What follows belongs to an exercise in optimizing a design on an open flow for a short achievable clock period, few clock cycles per item and low power; a production flow would make more cautious choices. Function was checked by simulation only, so behaviour that the tests miss may differ from the original. No activity file was given, so power comes from the tool's default toggle rates.

==> config.mk <==
export PLATFORM = sky130hd
export DESIGN_NAME = backend_top
export DESIGN_NICKNAME = backend_top
export VERILOG_FILES = /design/flow/design.v
export SDC_FILE = /design/flow/constraint.sdc
export NUM_CORES = 4
export LEC_CHECK = 0
export CAP_MARGIN = 20
export CORE_MARGIN = 2
export CORE_UTILIZATION = 40
export SLEW_MARGIN = 20
==> run.sh <==
#!/bin/bash
# synth_recipe.tcl (not shown) runs the flow's synth.tcl, then flattens the netlist and writes it again
# the make line also repeats each setting of config.mk as NAME=value (left out here)
make -C /OpenROAD-flow-scripts/flow DESIGN_CONFIG=/design/flow/config.mk WORK_HOME=/design/flow/orfs CLKGATE_MAP_FILE= SYNTH_SCRIPT=/design/flow/synth_recipe.tcl finish
==> constraint.sdc <==
create_clock -name core_clock -period 12.0 [get_ports {clk_i}]
set_input_delay 2.4000 -clock core_clock [delete_from_list [all_inputs] [get_ports {clk_i}]]
set_output_delay 2.4000 -clock core_clock [all_outputs]
set_load 0.01 [all_outputs]
==> design.v <==
`default_nettype none
package backend_pkg;
  typedef enum logic [2:0] {
    OP_ADD,
    OP_SUB,
    OP_AND,
    OP_OR,
    OP_XOR,
    OP_ADDI,
    OP_MUL,
    OP_ILLEGAL
  } op_e;
  typedef enum logic {
    FU_ALU,
    FU_MUL
  } func_unit_e;
  typedef struct packed {
    op_e                        op;
    logic [5-1:0] rd;
    logic [5-1:0] rs1;
    logic [5-1:0] rs2;
    logic                       use_rd;
    logic [32-1:0]   imm;
  } decoded_instr_t;
  typedef struct packed {
    logic                       pending;
    func_unit_e                 select;
    logic                       use_rd;
    logic [5-1:0] rd;
    logic [32-1:0]   alu_data;
  } stage_t;
  typedef struct packed {
    logic [5-1:0] rd;
    logic                       use_rd;
    logic [32-1:0]   data;
  } commit_t;
endpackage
`default_nettype wire
`default_nettype none
module backend_decoder (
  input  logic [31:0]    instr_i,
  output backend_pkg::decoded_instr_t              decoded_o
);
  localparam logic [6:0] OpcodeOp    = 7'b0110011;
  localparam logic [6:0] OpcodeOpImm = 7'b0010011;
  logic [6:0] opcode;
  logic [2:0] funct3;
  logic [6:0] funct7;
  assign opcode = instr_i[6:0];
  assign funct3 = instr_i[14:12];
  assign funct7 = instr_i[31:25];
  always_comb begin
    decoded_o.op     = backend_pkg::OP_ILLEGAL;
    decoded_o.rd     = instr_i[11:7];
    decoded_o.rs1    = instr_i[19:15];
    decoded_o.rs2    = instr_i[24:20];
    decoded_o.use_rd = 1'b0;
    decoded_o.imm    = {{(32 - 12){instr_i[31]}}, instr_i[31:20]};
    case (opcode)
      OpcodeOp: begin
        case ({funct7, funct3})
          {7'b0000000, 3'b000}: decoded_o.op = backend_pkg::OP_ADD;
          {7'b0100000, 3'b000}: decoded_o.op = backend_pkg::OP_SUB;
          {7'b0000000, 3'b111}: decoded_o.op = backend_pkg::OP_AND;
          {7'b0000000, 3'b110}: decoded_o.op = backend_pkg::OP_OR;
          {7'b0000000, 3'b100}: decoded_o.op = backend_pkg::OP_XOR;
          {7'b0000001, 3'b000}: decoded_o.op = backend_pkg::OP_MUL;
          default: ;
        endcase
      end
      OpcodeOpImm: begin
        if (funct3 == 3'b000) begin
          decoded_o.op = backend_pkg::OP_ADDI;
        end
      end
      default: ;
    endcase
    if (decoded_o.op == backend_pkg::OP_ADDI) begin
      decoded_o.rs2 = '0;
    end
    if (decoded_o.op == backend_pkg::OP_ILLEGAL) begin
      decoded_o.rd  = '0;
      decoded_o.rs1 = '0;
      decoded_o.rs2 = '0;
    end else begin
      decoded_o.use_rd = 1'b1;
    end
  end
endmodule
`default_nettype wire
`default_nettype none
module backend_reg_file (
  input  logic                       clk_i,
  input  logic                       rst_ni,
  input  logic [5-1:0] raddr_a_i,
  input  logic [5-1:0] raddr_b_i,
  output logic [32-1:0]   rdata_a_o,
  output logic [32-1:0]   rdata_b_o,
  input  logic                       we_i,
  input  logic [5-1:0] waddr_i,
  input  logic [32-1:0]   wdata_i
);
  logic [32-1:0]   regs_q [32];
  logic [5-1:0] raddr_a_q;
  logic [5-1:0] raddr_b_q;
  always_ff @(posedge clk_i or negedge rst_ni) begin
    if (!rst_ni) begin
      raddr_a_q <= '0;
      raddr_b_q <= '0;
    end else begin
      raddr_a_q <= raddr_a_i;
      raddr_b_q <= raddr_b_i;
    end
  end
  always_ff @(posedge clk_i) begin
    if (we_i && waddr_i != '0) begin
      regs_q[waddr_i] <= wdata_i;
    end
  end
  assign rdata_a_o = (raddr_a_q == '0) ? '0 : regs_q[raddr_a_q];
  assign rdata_b_o = (raddr_b_q == '0) ? '0 : regs_q[raddr_b_q];
endmodule
`default_nettype wire
`default_nettype none
module backend_multiplier (
  input  logic                     clk_i,
  input  logic                     rst_ni,
  input  logic                     req_valid_i,
  output logic                     req_ready_o,
  input  logic [32-1:0] operand_a_i,
  input  logic [32-1:0] operand_b_i,
  output logic                     resp_valid_o,
  output logic [32-1:0] resp_value_o
);
  localparam int unsigned StepBits = 32 / 8;
  localparam int unsigned CntW     = $clog2(8 + 1);
  logic                     busy_q;
  logic [CntW-1:0]          cnt_q;
  logic [32-1:0] mcand_q;
  logic [32-1:0] mplier_q;
  logic [32-1:0] acc_q;
  logic                     req_fire;
  logic [32-1:0] step_a;
  logic [32-1:0] step_b;
  logic [32-1:0] partial;
  assign req_ready_o  = !busy_q;
  assign req_fire     = req_valid_i && req_ready_o;
  assign resp_valid_o = busy_q && cnt_q == CntW'(8);
  assign resp_value_o = acc_q;
  assign step_a = busy_q ? mcand_q : operand_a_i;
  assign step_b = busy_q ? mplier_q : operand_b_i;
  always_comb begin
    partial = '0;
    for (int i = 0; i < StepBits; i++) begin
      if (step_b[i]) begin
        partial = partial + (step_a << i);
      end
    end
  end
  always_ff @(posedge clk_i or negedge rst_ni) begin
    if (!rst_ni) begin
      busy_q <= 1'b0;
      cnt_q  <= '0;
    end else if (req_fire) begin
      busy_q <= 1'b1;
      cnt_q  <= CntW'(1);
    end else if (resp_valid_o) begin
      busy_q <= 1'b0;
      cnt_q  <= '0;
    end else if (busy_q) begin
      cnt_q <= cnt_q + 1'b1;
    end
  end
  always_ff @(posedge clk_i) begin
    if (req_fire) begin
      acc_q    <= partial;
      mcand_q  <= operand_a_i << StepBits;
      mplier_q <= operand_b_i >> StepBits;
    end else if (busy_q && !resp_valid_o) begin
      acc_q    <= acc_q + partial;
      mcand_q  <= mcand_q << StepBits;
      mplier_q <= mplier_q >> StepBits;
    end
  end
endmodule
`default_nettype wire
`default_nettype none
module backend_issue (
  input  logic                       clk_i,
  input  logic                       rst_ni,
  input  logic                       fetch_valid_i,
  output logic                       fetch_ready_o,
  input  backend_pkg::decoded_instr_t                          decoded_i,
  output logic [5-1:0] raddr_a_o,
  output logic [5-1:0] raddr_b_o,
  input  logic [32-1:0]   rdata_a_i,
  input  logic [32-1:0]   rdata_b_i,
  output logic                       mul_req_valid_o,
  input  logic                       mul_req_ready_i,
  output logic [32-1:0]   mul_operand_a_o,
  output logic [32-1:0]   mul_operand_b_o,
  input  logic                       mul_resp_valid_i,
  input  logic [32-1:0]   mul_resp_value_i,
  input  logic                       ex2_ready_i,
  input  backend_pkg::stage_t                                  ex2_i,
  input  logic                       ex2_data_valid_i,
  input  logic [32-1:0]   ex2_data_i,
  output backend_pkg::stage_t                                  ex1_o,
  output logic                       ex1_data_valid_o,
  output logic [32-1:0]   ex1_data_o
);
  logic           de_valid_q;
  backend_pkg::decoded_instr_t de_q;
  logic           de_load;
  logic           issue;
  assign de_load       = fetch_valid_i && fetch_ready_o;
  assign fetch_ready_o = !de_valid_q || issue;
  always_ff @(posedge clk_i or negedge rst_ni) begin
    if (!rst_ni) begin
      de_valid_q <= 1'b0;
      de_q       <= '0;
    end else if (de_load) begin
      de_valid_q <= 1'b1;
      de_q       <= decoded_i;
    end else if (issue) begin
      de_valid_q <= 1'b0;
    end
  end
  assign raddr_a_o = de_load ? decoded_i.rs1 : de_q.rs1;
  assign raddr_b_o = de_load ? decoded_i.rs2 : de_q.rs2;
  backend_pkg::stage_t                     ex1_q;
  logic [5-1:0] src_addr  [2];
  logic [32-1:0]   src_rdata [2];
  logic [32-1:0]   src_fwd   [2];
  logic [1:0]                 src_hazard;
  logic                       data_hazard;
  logic                       struct_hazard;
  assign src_addr[0]  = de_q.rs1;
  assign src_addr[1]  = de_q.rs2;
  assign src_rdata[0] = rdata_a_i;
  assign src_rdata[1] = rdata_b_i;
  always_comb begin
    for (int i = 0; i < 2; i++) begin
      src_fwd[i]    = src_rdata[i];
      src_hazard[i] = 1'b0;
      if (ex2_i.pending && ex2_i.use_rd && ex2_i.rd == src_addr[i] && src_addr[i] != '0) begin
        src_fwd[i]    = ex2_data_i;
        src_hazard[i] = !ex2_data_valid_i;
      end
      if (ex1_q.pending && ex1_q.use_rd && ex1_q.rd == src_addr[i] && src_addr[i] != '0) begin
        src_fwd[i]    = ex1_data_o;
        src_hazard[i] = !ex1_data_valid_o;
      end
    end
  end
  assign data_hazard   = |src_hazard;
  assign struct_hazard = (ex1_q.pending && !ex2_ready_i) ||
                         (de_q.op == backend_pkg::OP_MUL && !mul_req_ready_i);
  assign issue         = de_valid_q && !data_hazard && !struct_hazard;
  assign mul_req_valid_o = issue && de_q.op == backend_pkg::OP_MUL;
  assign mul_operand_a_o = src_fwd[0];
  assign mul_operand_b_o = src_fwd[1];
  logic [32-1:0] alu_result;
  always_comb begin
    case (de_q.op)
      backend_pkg::OP_ADD:  alu_result = src_fwd[0] + src_fwd[1];
      backend_pkg::OP_SUB:  alu_result = src_fwd[0] - src_fwd[1];
      backend_pkg::OP_AND:  alu_result = src_fwd[0] & src_fwd[1];
      backend_pkg::OP_OR:   alu_result = src_fwd[0] | src_fwd[1];
      backend_pkg::OP_XOR:  alu_result = src_fwd[0] ^ src_fwd[1];
      backend_pkg::OP_ADDI: alu_result = src_fwd[0] + de_q.imm;
      default: alu_result = '0;
    endcase
  end
  backend_pkg::stage_t ex1_d;
  always_comb begin
    if (ex1_q.select == backend_pkg::FU_ALU) begin
      ex1_data_valid_o = 1'b1;
      ex1_data_o       = ex1_q.alu_data;
    end else begin
      ex1_data_valid_o = mul_resp_valid_i && !(ex2_i.pending && ex2_i.select == backend_pkg::FU_MUL);
      ex1_data_o       = mul_resp_value_i;
    end
  end
  always_comb begin
    ex1_d = ex1_q;
    if (ex1_data_valid_o) begin
      ex1_d.select   = backend_pkg::FU_ALU;
      ex1_d.alu_data = ex1_data_o;
    end
    if (ex2_ready_i) begin
      ex1_d.pending = 1'b0;
    end
    if (issue) begin
      ex1_d.pending  = 1'b1;
      ex1_d.select   = (de_q.op == backend_pkg::OP_MUL) ? backend_pkg::FU_MUL : backend_pkg::FU_ALU;
      ex1_d.use_rd   = de_q.use_rd;
      ex1_d.rd       = de_q.rd;
      ex1_d.alu_data = alu_result;
    end
  end
  always_ff @(posedge clk_i or negedge rst_ni) begin
    if (!rst_ni) begin
      ex1_q <= '0;
    end else begin
      ex1_q <= ex1_d;
    end
  end
  assign ex1_o = ex1_q;
endmodule
`default_nettype wire
`default_nettype none
module backend_commit (
  input  logic                       clk_i,
  input  logic                       rst_ni,
  input  backend_pkg::stage_t                                  ex1_i,
  input  logic                       ex1_data_valid_i,
  input  logic [32-1:0]   ex1_data_i,
  input  logic                       mul_resp_valid_i,
  input  logic [32-1:0]   mul_resp_value_i,
  output logic                       ex2_ready_o,
  output backend_pkg::stage_t                                  ex2_o,
  output logic                       ex2_data_valid_o,
  output logic [32-1:0]   ex2_data_o,
  output logic                       we_o,
  output logic [5-1:0] waddr_o,
  output logic [32-1:0]   wdata_o,
  output logic                       commit_valid_o,
  output backend_pkg::commit_t                                 commit_o
);
  backend_pkg::stage_t ex2_q;
  backend_pkg::stage_t ex2_d;
  logic   retire;
  assign ex2_data_valid_o = (ex2_q.select == backend_pkg::FU_ALU) || mul_resp_valid_i;
  assign ex2_data_o       = (ex2_q.select == backend_pkg::FU_ALU) ? ex2_q.alu_data : mul_resp_value_i;
  assign retire      = ex2_q.pending && ex2_data_valid_o;
  assign ex2_ready_o = !ex2_q.pending || ex2_data_valid_o;
  always_comb begin
    ex2_d = ex2_q;
    if (retire) begin
      ex2_d.pending = 1'b0;
    end
    if (ex1_i.pending && ex2_ready_o) begin
      ex2_d = ex1_i;
      if (ex1_data_valid_i) begin
        ex2_d.select   = backend_pkg::FU_ALU;
        ex2_d.alu_data = ex1_data_i;
      end
    end
  end
  always_ff @(posedge clk_i or negedge rst_ni) begin
    if (!rst_ni) begin
      ex2_q <= '0;
    end else begin
      ex2_q <= ex2_d;
    end
  end
  assign ex2_o = ex2_q;
  assign we_o    = retire && ex2_q.use_rd;
  assign waddr_o = ex2_q.rd;
  assign wdata_o = ex2_data_o;
  assign commit_valid_o  = retire;
  assign commit_o.rd     = ex2_q.rd;
  assign commit_o.use_rd = ex2_q.use_rd;
  assign commit_o.data   = ex2_data_o;
endmodule
`default_nettype wire
`default_nettype none
module backend_top (
  input  logic        clk_i,
  input  logic        rst_ni,
  input  logic        fetch_valid_i,
  output logic        fetch_ready_o,
  input  logic [31:0] fetch_instr_i,
  output logic        commit_valid_o,
  output logic [37:0] commit_o
);
  backend_pkg::commit_t                    commit_s;
  assign commit_o = commit_s;
  backend_pkg::decoded_instr_t             decoded;
  logic [5-1:0] raddr_a;
  logic [5-1:0] raddr_b;
  logic [32-1:0]   rdata_a;
  logic [32-1:0]   rdata_b;
  logic                       mul_req_valid;
  logic                       mul_req_ready;
  logic [32-1:0]   mul_operand_a;
  logic [32-1:0]   mul_operand_b;
  logic                       mul_resp_valid;
  logic [32-1:0]   mul_resp_value;
  backend_pkg::stage_t                     ex1;
  logic                       ex1_data_valid;
  logic [32-1:0]   ex1_data;
  backend_pkg::stage_t                     ex2;
  logic                       ex2_ready;
  logic                       ex2_data_valid;
  logic [32-1:0]   ex2_data;
  logic                       rf_we;
  logic [5-1:0] rf_waddr;
  logic [32-1:0]   rf_wdata;
  backend_decoder decoder_inst (
    .instr_i   (fetch_instr_i),
    .decoded_o (decoded)
  );
  backend_reg_file reg_file_inst (
    .clk_i     (clk_i),
    .rst_ni    (rst_ni),
    .raddr_a_i (raddr_a),
    .raddr_b_i (raddr_b),
    .rdata_a_o (rdata_a),
    .rdata_b_o (rdata_b),
    .we_i      (rf_we),
    .waddr_i   (rf_waddr),
    .wdata_i   (rf_wdata)
  );
  backend_issue issue_inst (
    .clk_i            (clk_i),
    .rst_ni           (rst_ni),
    .fetch_valid_i    (fetch_valid_i),
    .fetch_ready_o    (fetch_ready_o),
    .decoded_i        (decoded),
    .raddr_a_o        (raddr_a),
    .raddr_b_o        (raddr_b),
    .rdata_a_i        (rdata_a),
    .rdata_b_i        (rdata_b),
    .mul_req_valid_o  (mul_req_valid),
    .mul_req_ready_i  (mul_req_ready),
    .mul_operand_a_o  (mul_operand_a),
    .mul_operand_b_o  (mul_operand_b),
    .mul_resp_valid_i (mul_resp_valid),
    .mul_resp_value_i (mul_resp_value),
    .ex2_ready_i      (ex2_ready),
    .ex2_i            (ex2),
    .ex2_data_valid_i (ex2_data_valid),
    .ex2_data_i       (ex2_data),
    .ex1_o            (ex1),
    .ex1_data_valid_o (ex1_data_valid),
    .ex1_data_o       (ex1_data)
  );
  backend_multiplier multiplier_inst (
    .clk_i        (clk_i),
    .rst_ni       (rst_ni),
    .req_valid_i  (mul_req_valid),
    .req_ready_o  (mul_req_ready),
    .operand_a_i  (mul_operand_a),
    .operand_b_i  (mul_operand_b),
    .resp_valid_o (mul_resp_valid),
    .resp_value_o (mul_resp_value)
  );
  backend_commit commit_inst (
    .clk_i            (clk_i),
    .rst_ni           (rst_ni),
    .ex1_i            (ex1),
    .ex1_data_valid_i (ex1_data_valid),
    .ex1_data_i       (ex1_data),
    .mul_resp_valid_i (mul_resp_valid),
    .mul_resp_value_i (mul_resp_value),
    .ex2_ready_o      (ex2_ready),
    .ex2_o            (ex2),
    .ex2_data_valid_o (ex2_data_valid),
    .ex2_data_o       (ex2_data),
    .we_o             (rf_we),
    .waddr_o          (rf_waddr),
    .wdata_o          (rf_wdata),
    .commit_valid_o   (commit_valid_o),
    .commit_o         (commit_s)
  );
endmodule
`default_nettype wire
==> impl_metrics.py <==
metrics = {
    "place": {
        "post-place-ws_ps": 393.2,
        "placedCellCount": 7244,
        "gp_congestion": 0.8729,
        "dp_hpwl_um": 140000,
        "io_buffer_count": 74,
        "postPlaceCellArea_um2": 74470,
    },
    "route": {
        "drc": 0,
        "wl_per_cell_um": 29.34,
        "via_per_inst": 6.267,
        "vias": 47084,
        "firstDrtPassIters": 6,
        "drt_iter0_markers": 5710,
        "ant_nets": 0,
        "routed_wl_um": 220400,
    },
    "yosys": {
        "synth_area_leaders": "edfxtp_1 48%, mux4_2 17%, dfrtp_1 4.6%",
        "synthFlopType": "edfxtp_1",
        "netlist_area_um2": 69610,
        "syn_inst": 4860,
        "synth_top_area_cell": "edfxtp_1",
        "avgSynthCellArea_um2": 14.32,
        "synth-edff-count": 1112,
        "yosys_warnings": 8,
        "synth-seq-cells": 1239,
        "synthArstFlopShare": 0.1025,
        "synth-seq-area-share": 0.5253,
        "synth_top_area_frac": 0.4797,
        "ys_types": 88,
    },
    "sta": {
        "fin_crit_ps": 11380,
        "setup_ws_ps": 624.4,
        "fin_crit_sh": 0.9480,
        "maxSlewViolCount": 0,
        "finalHoldViolations": 0,
        "fin_skew_ps": 30.83,
        "setup_viol": 0,
        "max_freq_mhz": 87.91,
        "worstMarginPinSlew_ps": 1252,
        "relSlewSlack": 0.1583,
    },
    "run": {
        "cap_violations": 0,
    },
    "layout": {
        "mostFrequentLayoutCell": "edfxtp_1",
        "syn_to_final_growth_pct": 14.06,
        "fill_cells": 15234,
        "final_cell_area_um2": 79400,
        "drive_gt1_frac": 0.2475,
        "nets": 5335,
        "final_cell_mix": "1112 x edfxtp_1, 533 x mux4_2, 278 x buf_4, 277 x nand2_1, 236 x o21ai_0",
        "stdcell_count": 7513,
    },
    "critical_path": {
        "end_kind": "flop",
        "critical_path_class": "flop to flop",
        "crit_slowest_cell": "dfrtp_4",
        "cpPeakStageDelay_ps": 550,
        "worstPathRequired_ps": 12510,
        "start_kind": "flop",
        "arrival_ps": 11880,
        "path_max_fanout": 8,
    },
    "clock_network": {
        "tritoncts": "done",
        "clk_pin_slew_ps": 60,
        "clkSinkCount": 1239,
        "cts_hold_buf": 0,
        "cts_buffers": 137,
        "cts_max_level": 4,
        "root_buffer": "clkbuf_16",
        "clockBufferDepth": 3,
        "clkLatencyLatePin_ps": 790,
    },
    "status": {
        "outcome": "finished clean",
    },
    "power": {
        "power_density_nw_per_um2": 165.0,
        "p_leak_nw": 27.95,
        "finalPower_mw": 13.10,
        "vdd_drop_max_v": 0.0001214,
    },
    "global_route": {
        "grt_overflow_total": 0,
        "antenna_found_initial": 4,
        "grt_pass1_wl_um": 319200,
        "grt_max_degree": 100,
        "grt.total_usage": 0.2428,
        "first_global_vias": 46061,
    },
    "floorplan": {
        "die_h_um": 421.2,
        "die-width_um": 421.2,
        "dieArea_um2": 177400,
        "coreArea_um2": 173400,
        "rows": 153,
        "start_util": 0.4014,
        "num_io_pins": 75,
    },
    "min_path": {
        "min_path_type": "flop to flop",
    },
}
state kept, by name, indices dropped and copies added, names as in the netlist, 5 cells and up:
| register | cells |
|---|---|
| commit_inst.ex2_q | 40 |
| issue_inst.de_q | 31 |
| issue_inst.ex1_q | 40 |
| multiplier_inst.acc_q | 32 |
| multiplier_inst.mcand_q | 28 |
| multiplier_inst.mplier_q | 28 |
| reg_file_inst.raddr_a_q | 5 |
| reg_file_inst.raddr_b_q | 5 |
| reg_file_inst.regs_q | 1024 |
worst max-delay path, delay by kind of cell, from the launching register on:
| family | cells | cell delay [ps] |
|---|---|---|
| xor+xnor | 3 | 660 |
| mux | 5 | 1670 |
| fa+ha+maj | 5 | 1770 |
| simple gates | 9 | 1140 |
| flops | 1 | 550 |
| compound gates | 24 | 4510 |
| buf+inv | 5 | 820 |
kinds of logic after synthesis:
family                   after synthesis  share of synthesized area
other                                  1                 0.00005387
flip-flops                          1239                     0.5253
AND/OR/NAND/NOR                      852                    0.05955
XOR/XNOR                             146                    0.01876
buffers and inverters                480                    0.03095
multiplexers                         872                     0.2232
adder cells (fa/ha/maj)              225                    0.04098
AO/OA/AOI/OAI                       1045                     0.1012
where the power goes:
part	total (mW)	switching [mW]	internal, mW
sequential	5.75	0.226	5.53
combinational	3.04	1.95	1.10
clock	4.30	1.80	2.50
total	13.1	3.98	9.12
cell usage after synthesis (14+ instances only):
| library cell | n |
|---|---|
| edfxtp_1 | 1112 |
| mux4_2 | 533 |
| nand2_1 | 278 |
| o21ai_0 | 246 |
| mux2i_1 | 227 |
| ha_1 | 220 |
| nor2_1 | 211 |
| a21oi_1 | 187 |
| clkbuf_1 | 183 |
| inv_1 | 154 |
| dfrtp_1 | 127 |
| mux2_2 | 112 |
| a21o_1 | 91 |
| o22ai_1 | 89 |
| xnor2_1 | 85 |
| a211oi_1 | 65 |
| buf_2 | 60 |
| xor2_1 | 59 |
| nor2b_1 | 56 |
| nand3_1 | 54 |
| nor3_1 | 54 |
| a22oi_1 | 51 |
| and2_1 | 41 |
| a2111oi_0 | 39 |
| buf_1 | 37 |
| o221ai_1 | 37 |
| nand2b_1 | 27 |
| o21a_1 | 27 |
| a221oi_1 | 26 |
| buf_6 | 26 |
| a31oi_1 | 24 |
| o211ai_1 | 24 |
| o21bai_1 | 22 |
| nand4_1 | 21 |
| and3_1 | 20 |
| buf_4 | 19 |
| nor4_1 | 16 |
| or3_1 | 15 |
| a22o_1 | 14 |
metal layers:
layer,global-route usage,routed length (um),share of wire,vias to the layer above
li1,-,-,-,20007
met1,0.3341,89200,0.40,24304
met2,0.3809,101500,0.46,2350
met3,0.05173,21010,0.095,421
met4,0.08626,8730,0.040,2
met5,0,13,0.000059,-
metrics by stage:
step                TNS [ps]    util  hold slack [ps]
global placement           0  0.4291            456.1
detailed placement         0  0.4294            461.4
CTS                        0  0.4556            474.3
global route          -74.37  0.4578            490.5
finish                     0  0.4578            469.0
floorplan                  0       -            444.1
final timing paths:
kind                                            start                         to  slack, ps  cells after the start
setup / recovery           reg_file_inst.raddr_a_q[0]  multiplier_inst.acc_q[31]        620                     51
hold / removal                    issue_inst.de_q[32]        issue_inst.de_q[32]        470                      1
setup reg to reg           reg_file_inst.raddr_a_q[0]  multiplier_inst.acc_q[31]        620                     51
hold reg to reg                   issue_inst.de_q[32]        issue_inst.de_q[32]        470                      1
max in group asynchronous                      rst_ni       issue_inst.ex1_q[28]       9010                      2
min in group asynchronous                      rst_ni        issue_inst.de_q[48]       1620                      1
timing repair:
action / CTS / global route
setup endpoints to repair: 0 / 4
gates resized for setup: 0 / 29
buffers inserted: 0 / 14
cell type report:
type                            instances  area, um2  area share
Antenna cell                            1      2.502  0.00003152
Sequential cell                      1239      36600      0.4610
Tap cell                             2325       2909     0.03664
Clock buffer                          167       3635     0.04578
Multi-Input combinational cell       3172      31530      0.3971
Inverter                              154      580.6    0.007312
Clock inverter                         84      918.4     0.01157
Timing Repair Buffer                  371       3219     0.04055
Testbench counts, summed over its fixed seeds: cycles 58,554, instructions 24,248.

port drivers added, routing unchanged:
No port has a modelled driver above. Below, the same layout with a new extraction and two added sets of constraints.
Step 1 (the two cells are an assumption about what drives the block):
set clk [get_ports {clk_i}]
set_driving_cell -lib_cell sky130_fd_sc_hd__clkbuf_16 $clk
set_driving_cell -lib_cell sky130_fd_sc_hd__buf_2 [delete_from_list [all_inputs] $clk]
Step 2 also shifts input and output timing later by t, the mid clock arrival at the registers, as if the neighbouring blocks saw the same clock.
Three values: ideal ports, drivers, drivers and shift; two values: the first two.
t, ns: 0.855
setup WS [ns]: 0.624 / 0.624 / 0.624
hold slack, ns: 0.469 / 0.469 / 0.469
cell pins on the clock port's net: 1
After both steps this run still meets setup and hold. The setup slack of this run moves by 0.000 ns with the drivers and by 0.000 ns with both steps.
